Source: an optimization exercise on an open RTL-to-GDS flow (aim: small area, a short achievable clock period and few clock cycles per item). Production flows keep margins and buffers that such runs may drop. RTL that was checked went through simulation tests only; none was proved equivalent to the original.

==> build 97 <==
Design cordic_atanh_vec, start of the top module:
module cordic_atanh_vec (
   input  logic        clk,
   input  logic        rst,
   input  logic        i_start,
   input  logic [31:0] i_xIn,
   input  logic        i_funcSelect,
   output logic        o_busy,
   output logic        o_done,
   output logic [32:0] o_result,
   output logic        o_clamped
);
make LEC_CHECK=0 CAP_MARGIN=20 CORE_MARGIN=2 CORE_UTILIZATION=40 SETUP_SLACK_MARGIN=1.5 SLEW_MARGIN=20 finish   # period 5.0 ns
run.sh (not shown) runs the stock make flow with config.mk's settings and CLKGATE_MAP_FILE= SYNTH_SCRIPT=/design/flow/synth_recipe.tcl, a recipe that flattens the netlist after the stock synthesis.
==> inputs of trial 73, as changes to build 97 <==
==> flow/design.v (replaced) <==
module cordic_atanh_vec (
   input  logic        clk,
   input  logic        rst,
   input  logic        i_start,
   input  logic [31:0] i_xIn,
   input  logic        i_funcSelect,
   output logic        o_busy,
   output logic        o_done,
   output logic [32:0] o_result,
   output logic        o_clamped
);
   function automatic int stageShift(input int k);
      case (k)
         0:       stageShift = 1;
         1:       stageShift = 2;
         2:       stageShift = 3;
         3, 4:    stageShift = 4;
         5:       stageShift = 5;
         6:       stageShift = 6;
         7:       stageShift = 7;
         8:       stageShift = 8;
         9:       stageShift = 9;
         10:      stageShift = 10;
         11:      stageShift = 11;
         12:      stageShift = 12;
         13, 14:  stageShift = 13;
         default: stageShift = 14;
      endcase
   endfunction
   function automatic logic [16:0] stageAngle(input int k);
      case (k)
         0:       stageAngle = 17'd9000;
         1:       stageAngle = 17'd4185;
         2:       stageAngle = 17'd2059;
         3, 4:    stageAngle = 17'd1025;
         5:       stageAngle = 17'd512;
         6:       stageAngle = 17'd256;
         7:       stageAngle = 17'd128;
         8:       stageAngle = 17'd64;
         9:       stageAngle = 17'd32;
         10:      stageAngle = 17'd16;
         11:      stageAngle = 17'd8;
         12:      stageAngle = 17'd4;
         13, 14:  stageAngle = 17'd2;
         default: stageAngle = 17'd1;
      endcase
   endfunction
   function automatic logic [16:0] addKS(input logic [16:0] a, input logic [16:0] b,
                                         input logic cin);
      logic [16:0] g, p, gg, pp;
      g  = a & b;
      p  = a ^ b;
      gg = g;
      pp = p;
      gg[0] = g[0] | (p[0] & cin);
      for (int d = 1; d < 17; d = d * 2)
         for (int i = 16; i >= d; i--) begin
            gg[i] = gg[i] | (pp[i] & gg[i-d]);
            pp[i] = pp[i] & pp[i-d];
         end
      addKS = p ^ {gg[15:0], cin};
   endfunction
   function automatic int yTop(input int k);
      case (k)
         0:       yTop = 14;
         1, 2:    yTop = 13;
         3:       yTop = 12;
         4:       yTop = 11;
         5:       yTop = 10;
         6:       yTop = 9;
         7:       yTop = 8;
         8:       yTop = 7;
         9:       yTop = 6;
         10, 11:  yTop = 5;
         12, 13:  yTop = 4;
         default: yTop = 3;
      endcase
   endfunction
   logic        r_busy;
   logic        r_done;
   logic [15:0] r_step;      
   logic [14:0] r_x;
   logic [14:0] r_y;
   logic [16:0] r_z;
   logic        r_func;
   logic        r_hi;
   logic        r_lo;
   logic        w_accept;
   logic signed [31:0] w_arg;
   logic [14:0] w_argLow;
   logic        w_hi;
   logic        w_lo;
   assign w_accept = i_start & ~r_busy & ~r_done;
   always_comb begin
      w_arg    = i_funcSelect ? i_xIn : (i_xIn << 1) - 32'd16384;
      w_argLow = w_arg[14:0];
      w_hi     = w_arg > 32'sd13107;
      w_lo     = w_arg < -32'sd13107;
   end
   logic [14:0] w_xs;       
   logic [14:0] w_ys;       
   logic [16:0] w_ang;      
   logic [14:0] w_xMask;
   logic signed [14:0] w_yExt;
   logic        w_pos;      
   logic [13:0] w_ySum;
   logic [14:0] w_xSum;
   logic [16:0] w_zSum;
   always_comb begin
      w_xs  = '0;
      w_ys  = '0;
      w_ang = '0;
      for (int k = 0; k < 16; k++) begin
         w_xMask = (k < 2) ? r_x : {1'b0, r_x[13:0]};
         w_yExt  = r_y;
         for (int j = 0; j < 15; j++)
            if (j > yTop(k)) w_yExt[j] = r_y[14];
         if (r_step[k]) begin
            w_xs  = w_xs  | (w_xMask >> stageShift(k));
            w_ys  = w_ys  | 15'(w_yExt >>> stageShift(k));
            w_ang = w_ang | stageAngle(k);
         end
      end
      if (!r_func) w_ang = w_ang << 1;
      w_pos  = ~r_y[14];
      w_ySum = 14'(addKS(17'(r_y[13:0]), 17'(w_xs[13:0] ^ {14{w_pos}}), w_pos));
      w_xSum = 15'(addKS(17'(r_x), 17'(w_ys ^ {15{w_pos}}), w_pos));
      w_zSum = addKS(r_z, w_ang ^ {17{~w_pos}}, ~w_pos);
   end
   always_ff @(posedge clk) begin
      if (!r_busy) begin
         r_x    <= 15'd16384;
         r_y    <= w_argLow;
         r_z    <= '0;
         r_func <= i_funcSelect;
         r_hi   <= w_hi;
         r_lo   <= w_lo;
      end else if (r_step[0] && r_hi) begin
         r_x <= 15'd9831;
         r_y <= 15'd4915;
         r_z <= r_func ? 17'd9000 : 17'd18000;
      end else if (r_step[0] && r_lo) begin
         r_x <= 15'd9830;
         r_y <= -15'sd4915;
         r_z <= r_func ? -17'sd9000 : -17'sd18000;
      end else begin
         r_x <= w_xSum;
         r_y <= {w_ySum[13], w_ySum};
         r_z <= w_zSum;
      end
   end
   always_ff @(posedge clk or posedge rst) begin
      if (rst) begin
         r_busy <= 1'b0;
         r_done <= 1'b0;
         r_step <= '0;
      end else begin
         r_step <= {r_step[14:0], w_accept};
         r_busy <= w_accept | (r_busy & ~r_step[15]);
         r_done <= r_step[15];
      end
   end
   assign o_busy    = r_busy;
   assign o_done    = r_done;
   assign o_result  = {{16{r_z[16]}}, r_z};
   assign o_clamped = r_hi | r_lo;
endmodule
Settings changed: CORE_UTILIZATION 40 to 50, SETUP_SLACK_MARGIN 1.5 to 2.5.
==> qor summary <==
Outcome: build 97 no timing/DRC/antenna violations; trial 73 no timing/DRC/antenna violations
Share of cell area taken by multi-input logic gates: build 97 61.5%; trial 73 56.5%
PostCTS Resize Cnt: build 97 55; trial 73 110
Number of global-route vias before repair: build 97 6,139; trial 73 6,346
Setup slack of the worst register-to-register path: build 97 1.51 ns; trial 73 1.32 ns
Number of multi-input combinational cells: build 97 639; trial 73 641
Number of ordinary and repair buffers in the finished layout: build 97 121; trial 73 194
Adder-cell share of the synthesized area: build 97 11.9%; trial 73 9.00%
Startpoint of the lowest-slack register-to-register path: build 97 r_step[12]; trial 73 r_step[4]
Area taken by multi-input logic gates: build 97 5190 um^2; trial 73 5140 um^2
Synthesized area per cell: build 97 8.11 um^2; trial 73 7.98 um^2
Worst hold slack: build 97 0.408 ns; trial 73 0.469 ns
First-pass iteration count of the detailed router: build 97 8; trial 73 9
Fraction of area in clock buffers and inverters: build 97 3.17%; trial 73 3.38%
Total number of clock tree sinks: build 97 65; trial 73 68
Testbench counts of build 97, summed over its fixed seeds: cycles 20,472, items 1,280.
Only the layout flow was run in trial 73; the RTL was not checked for function there.

========
==> v27 <==
Another version of the RTL of cordic_atanh_vec (not shown whole).
Settings: LEC_CHECK=0, CAP_MARGIN=20, CORE_MARGIN=2, CORE_UTILIZATION=50, SETUP_SLACK_MARGIN=1.5, SLEW_MARGIN=20; clock period 5.0 ns.
standard.sh (not shown) runs the stock make flow with config.mk's settings and CLKGATE_MAP_FILE= SYNTH_SCRIPT=/design/flow/synth_recipe.tcl, a recipe that flattens the netlist after the stock synthesis.
==> flow/flow/run.sh <==
#!/bin/bash
# Own layout flow: the standard flow (standard.sh) with two changes.
#  1. buffer_ports gives every input and output port a buf_1 (the smallest
#     buffer) instead of the delay buffer it picks by default.
#  2. After the standard synthesis, its combinational logic is mapped again
#     by ABC with a delay-driven script (flow/remap.abc). The flip-flops are
#     kept as they are (same instances, names and cells): they are read as
#     black boxes, and only the logic between them is remapped.
# Each tool's full output goes to a log file in this folder:
#   standard_synth.log, remap.log, standard_finish.log (ORFS's per-step logs
#   are under orfs/logs/).
set -euo pipefail
W=$PWD
F=$W/flow
BUF="BUFFER_PORTS_ARGS=-buffer_cell sky130_fd_sc_hd__buf_1"
LIB=$FLOW_HOME/platforms/sky130hd/lib/sky130_fd_sc_hd__tt_025C_1v80.lib
YOSYS=$FLOW_HOME/../tools/install/yosys/bin/yosys
[ -x "$YOSYS" ] || YOSYS=yosys
R=$W/orfs/results/sky130hd/cordic_atanh_vec/base

bash standard.sh "$BUF" synth > standard_synth.log 2>&1

cp "$R/1_2_yosys.v" "$W/synth_standard.v"
SEQ=$(tr '\n' ' ' < "$F/seqcells.txt")
cat > "$W/remap.ys" <<EOS
read_liberty -ignore_miss_func $LIB
setattr -mod -set keep_hierarchy 1 $SEQ
read_verilog $W/synth_standard.v
hierarchy -top $FLOW_TOP
flatten
opt_clean -purge
abc -script $F/remap.abc -liberty $LIB -D 1500 -dont_use sky130_fd_sc_hd__probe_p_8 -dont_use sky130_fd_sc_hd__probec_p_8 -dont_use *lpflow*
opt_clean -purge
hilomap -singleton -hicell sky130_fd_sc_hd__conb_1 HI -locell sky130_fd_sc_hd__conb_1 LO
stat -liberty $LIB
select $FLOW_TOP
write_verilog -noattr -selected $W/synth_remap.v
EOS
"$YOSYS" -l "$W/remap.log" "$W/remap.ys" > /dev/null 2>&1

cp "$W/synth_remap.v" "$R/1_2_yosys.v"
rm -f "$R/1_synth.odb"
bash standard.sh "$BUF" finish > standard_finish.log 2>&1
==> flow/flow/remap.abc <==
strash
&get -n
&st
&syn2
&if -g -K 6
&synch2
&nf
&st
&syn2
&if -g -K 6
&synch2
&nf
&put
strash
dch -f
map -D 1500
buffer -p
upsize -D 1500
dnsize -D 1500
stime -p
==> flow/flow/seqcells.txt <==
sky130_fd_sc_hd__dfbbn_1
sky130_fd_sc_hd__dfbbn_2
sky130_fd_sc_hd__dfbbp_1
sky130_fd_sc_hd__dfrbp_1
sky130_fd_sc_hd__dfrbp_2
sky130_fd_sc_hd__dfrtn_1
sky130_fd_sc_hd__dfrtp_1
sky130_fd_sc_hd__dfrtp_2
sky130_fd_sc_hd__dfrtp_4
sky130_fd_sc_hd__dfsbp_1
sky130_fd_sc_hd__dfsbp_2
sky130_fd_sc_hd__dfstp_1
sky130_fd_sc_hd__dfstp_2
sky130_fd_sc_hd__dfstp_4
sky130_fd_sc_hd__dfxbp_1
sky130_fd_sc_hd__dfxbp_2
sky130_fd_sc_hd__dfxtp_1
sky130_fd_sc_hd__dfxtp_2
sky130_fd_sc_hd__dfxtp_4
sky130_fd_sc_hd__dlclkp_1
sky130_fd_sc_hd__dlclkp_2
sky130_fd_sc_hd__dlclkp_4
sky130_fd_sc_hd__dlrbn_1
sky130_fd_sc_hd__dlrbn_2
sky130_fd_sc_hd__dlrbp_1
sky130_fd_sc_hd__dlrbp_2
sky130_fd_sc_hd__dlrtn_1
sky130_fd_sc_hd__dlrtn_2
sky130_fd_sc_hd__dlrtn_4
sky130_fd_sc_hd__dlrtp_1
sky130_fd_sc_hd__dlrtp_2
sky130_fd_sc_hd__dlrtp_4
sky130_fd_sc_hd__dlxbn_1
sky130_fd_sc_hd__dlxbn_2
sky130_fd_sc_hd__dlxbp_1
sky130_fd_sc_hd__dlxtn_1
sky130_fd_sc_hd__dlxtn_2
sky130_fd_sc_hd__dlxtn_4
sky130_fd_sc_hd__dlxtp_1
sky130_fd_sc_hd__edfxbp_1
sky130_fd_sc_hd__edfxtp_1
sky130_fd_sc_hd__lpflow_inputisolatch_1
sky130_fd_sc_hd__sdfbbn_1
sky130_fd_sc_hd__sdfbbn_2
sky130_fd_sc_hd__sdfbbp_1
sky130_fd_sc_hd__sdfrbp_1
sky130_fd_sc_hd__sdfrbp_2
sky130_fd_sc_hd__sdfrtn_1
sky130_fd_sc_hd__sdfrtp_1
sky130_fd_sc_hd__sdfrtp_2
sky130_fd_sc_hd__sdfrtp_4
sky130_fd_sc_hd__sdfsbp_1
sky130_fd_sc_hd__sdfsbp_2
sky130_fd_sc_hd__sdfstp_1
sky130_fd_sc_hd__sdfstp_2
sky130_fd_sc_hd__sdfstp_4
sky130_fd_sc_hd__sdfxbp_1
sky130_fd_sc_hd__sdfxbp_2
sky130_fd_sc_hd__sdfxtp_1
sky130_fd_sc_hd__sdfxtp_2
sky130_fd_sc_hd__sdfxtp_4
sky130_fd_sc_hd__sdlclkp_1
sky130_fd_sc_hd__sdlclkp_2
sky130_fd_sc_hd__sdlclkp_4
sky130_fd_sc_hd__sedfxbp_1
sky130_fd_sc_hd__sedfxbp_2
sky130_fd_sc_hd__sedfxtp_1
sky130_fd_sc_hd__sedfxtp_2
sky130_fd_sc_hd__sedfxtp_4
==> v4 (differences from v27) <==
--- a/flow/design.v
+++ b/flow/design.v
@@ -157,37 +157,34 @@
       w_ySum = r_y + w_xOp[13:0] + 14'(w_pos);
       w_xSum = r_x + w_yOp + 15'(w_pos);
       w_zSum = r_z + w_zOp + {15'd0, ~w_pos & ~w_at[13]};
    end
    logic w_t13;              
    logic w_t14;              
-   logic r_x13z;             
    logic w_yz;               
    logic w_yp1;              
    logic w_ym1;              
    logic w_ym2;              
    logic w_y14z;             
    logic w_y14m1;            
    logic w_pos14;
    logic w_pos15;
    logic [2:0] w_dec;        
    always_comb begin
       w_t13   = r_x[13];
-      w_t14   = r_x[13] ^ (~w_pos & r_x13z);
+      w_t14   = r_x[13] ^ (~w_pos & ~(|r_x[12:0]));
       w_yz    =  w_pos & (r_y[3:0] == 4'h0);
       w_yp1   =  w_pos & (r_y[3:0] == 4'h1);
       w_ym1   = ~w_pos & (r_y[3:0] == 4'hf);
       w_ym2   = ~w_pos & (r_y[3:0] == 4'he);
       w_pos14 = w_pos ? ~(w_yz & w_t13) : (w_ym1 & w_t13);
       w_y14z  = w_pos ? ((w_yz & ~w_t13) | (w_yp1 & w_t13)) : (w_ym1 & w_t13);
       w_y14m1 = w_pos ? (w_yz & w_t13) : ((w_ym1 & ~w_t13) | (w_ym2 & w_t13));
       w_pos15 = w_pos14 ? ~(w_y14z & w_t14) : (w_y14m1 & w_t14);
       w_dec   = {w_pos, w_pos14, w_pos15};
    end
-   always_ff @(posedge clk)
-      r_x13z <= r_y[13] ? (r_x[12:0] == 13'd1) : (r_x[12:0] == 13'd0);
    always_ff @(posedge clk) begin
       if (!r_busy) begin
          r_x     <= w_x1;
          r_y     <= w_y1;
          r_z     <= w_z1;
          r_func  <= i_funcSelect;
==> flow/flow/run.sh (replaced) <==
#!/bin/bash
# Own layout flow: the standard flow (standard.sh, unchanged synthesis and
# steps), except that buffer_ports gives every input and output port a buf_1
# (the smallest buffer) instead of the delay buffer it picks by default.
# The full output of the flow goes to standard_flow.log in this folder; ORFS's
# per-step logs are under orfs/logs/.
set -euo pipefail
bash standard.sh "BUFFER_PORTS_ARGS=-buffer_cell sky130_fd_sc_hd__buf_1" finish > standard_flow.log 2>&1
- CORE_UTILIZATION: 50 -> 40
removed: flow/flow/remap.abc
removed: flow/flow/seqcells.txt
==> v6 (differences from v27) <==
--- a/flow/flow/run.sh
+++ b/flow/flow/run.sh
@@ -33,11 +33,12 @@
 opt_clean -purge
 hilomap -singleton -hicell sky130_fd_sc_hd__conb_1 HI -locell sky130_fd_sc_hd__conb_1 LO
 stat -liberty $LIB
 select $FLOW_TOP
 write_verilog -noattr -selected $W/synth_remap.v
 EOS
-"$YOSYS" -l "$W/remap.log" "$W/remap.ys" > /dev/null 2>&1
-
-cp "$W/synth_remap.v" "$R/1_2_yosys.v"
-rm -f "$R/1_synth.odb"
+# If ABC fails on this netlist, the standard synthesis's netlist is kept.
+if "$YOSYS" -l "$W/remap.log" "$W/remap.ys" > /dev/null 2>&1 && [ -s "$W/synth_remap.v" ]; then
+  cp "$W/synth_remap.v" "$R/1_2_yosys.v"
+  rm -f "$R/1_synth.odb"
+fi
 bash standard.sh "$BUF" finish > standard_finish.log 2>&1
- CORE_UTILIZATION: 50 -> 60
- CTS_BUF_LIST: not set -> sky130_fd_sc_hd__clkbuf_8
- SETUP_SLACK_MARGIN: 1.5 -> 2.2
==> comparison table <==
quantity	v4	v27	v6
Outcome	complete, no violations	complete, no violations	complete, no violations
Count of TritonRoute iterations in the first routing pass	7	5	17
Hold path startpoint	r_step[10]$_DFF_PP0_	r_done$_DFF_PP0_	r_z[0]$_SDFF_PN0_
Count of plain and timing-repair buffers	137	75	129
GRT Total Usage	0.239	0.314	0.358
Hold EP	r_step[11]$_DFF_PP0_	r_step[1]$_DFF_PP0_	r_z[0]$_SDFF_PN0_
Peak Freq	265 MHz	319 MHz	352 MHz
Arrival time reported for the critical path endpoint	4.01 ns	3.35 ns	3.07 ns
Met2 usage	0.394	0.503	0.589
Worst setup skew after layout	0.00743 ns	0.00767 ns	0.0118 ns
Core Footprint	15800 um^2	12000 um^2	9860 um^2
Fraction of area in multi-input gates	0.631	0.624	0.612
Worst Max-Slew Pin Slew	0.898 ns	0.837 ns	0.823 ns
Met1 wire length	8880 um	8720 um	8340 um
Finished Core Util	0.496	0.572	0.761
Critical path endpoint	r_z[12]$_DFF_P_	r_z[14]$_DFF_P_	r_x[14]$_DFF_P_
Testbench counts of v27, summed over its fixed seeds: cycles 19,192, items 1,280.
Testbench counts of v4, summed over its fixed seeds: cycles 19,192, items 1,280.
Testbench counts of v6, summed over its fixed seeds: cycles 19,192, items 1,280.

afterwards: timing with drivers on the ports:
No port has a modelled driver above. Below, the same layouts with a new extraction and two added sets of constraints.
Step 1, drivers: a clkbuf_16 drives clk and a buf_2 each remaining input, both assumed.
Step 2 times the ports against the registers' clock, not the clock port: input delays grow and output delays shrink by t, the midpoint of the rising clock arrivals with the driver on.
Three values: ideal, step 1, step 2; two values: the first two.
run	shift t [ns]	setup slack, ns	latest minus earliest clock arrival (ns)	worst register clock-pin slew, ns	worst slew at a driven data input, ns
build 97	0.384	1.511 / 1.511 / 1.183	0.009 / 0.009	0.06 / 0.06	0.03
trial 73	0.389	1.320 / 1.320 / 1.320	0.012 / 0.012	0.07 / 0.07	0.05
v27	0.385	1.868 / 1.868 / 1.523	0.008 / 0.008	0.06 / 0.06	0.03
v4	0.391	1.232 / 1.232 / 1.232	0.008 / 0.008	0.06 / 0.06	0.04
v6	0.380	2.162 / 2.162 / 1.964	0.012 / 0.011	0.08 / 0.08	0.04
After both steps every run listed still meets setup and hold. The setup slack of v27, which loses most, moves by 0.000 ns with the drivers and by -0.345 ns with both steps.
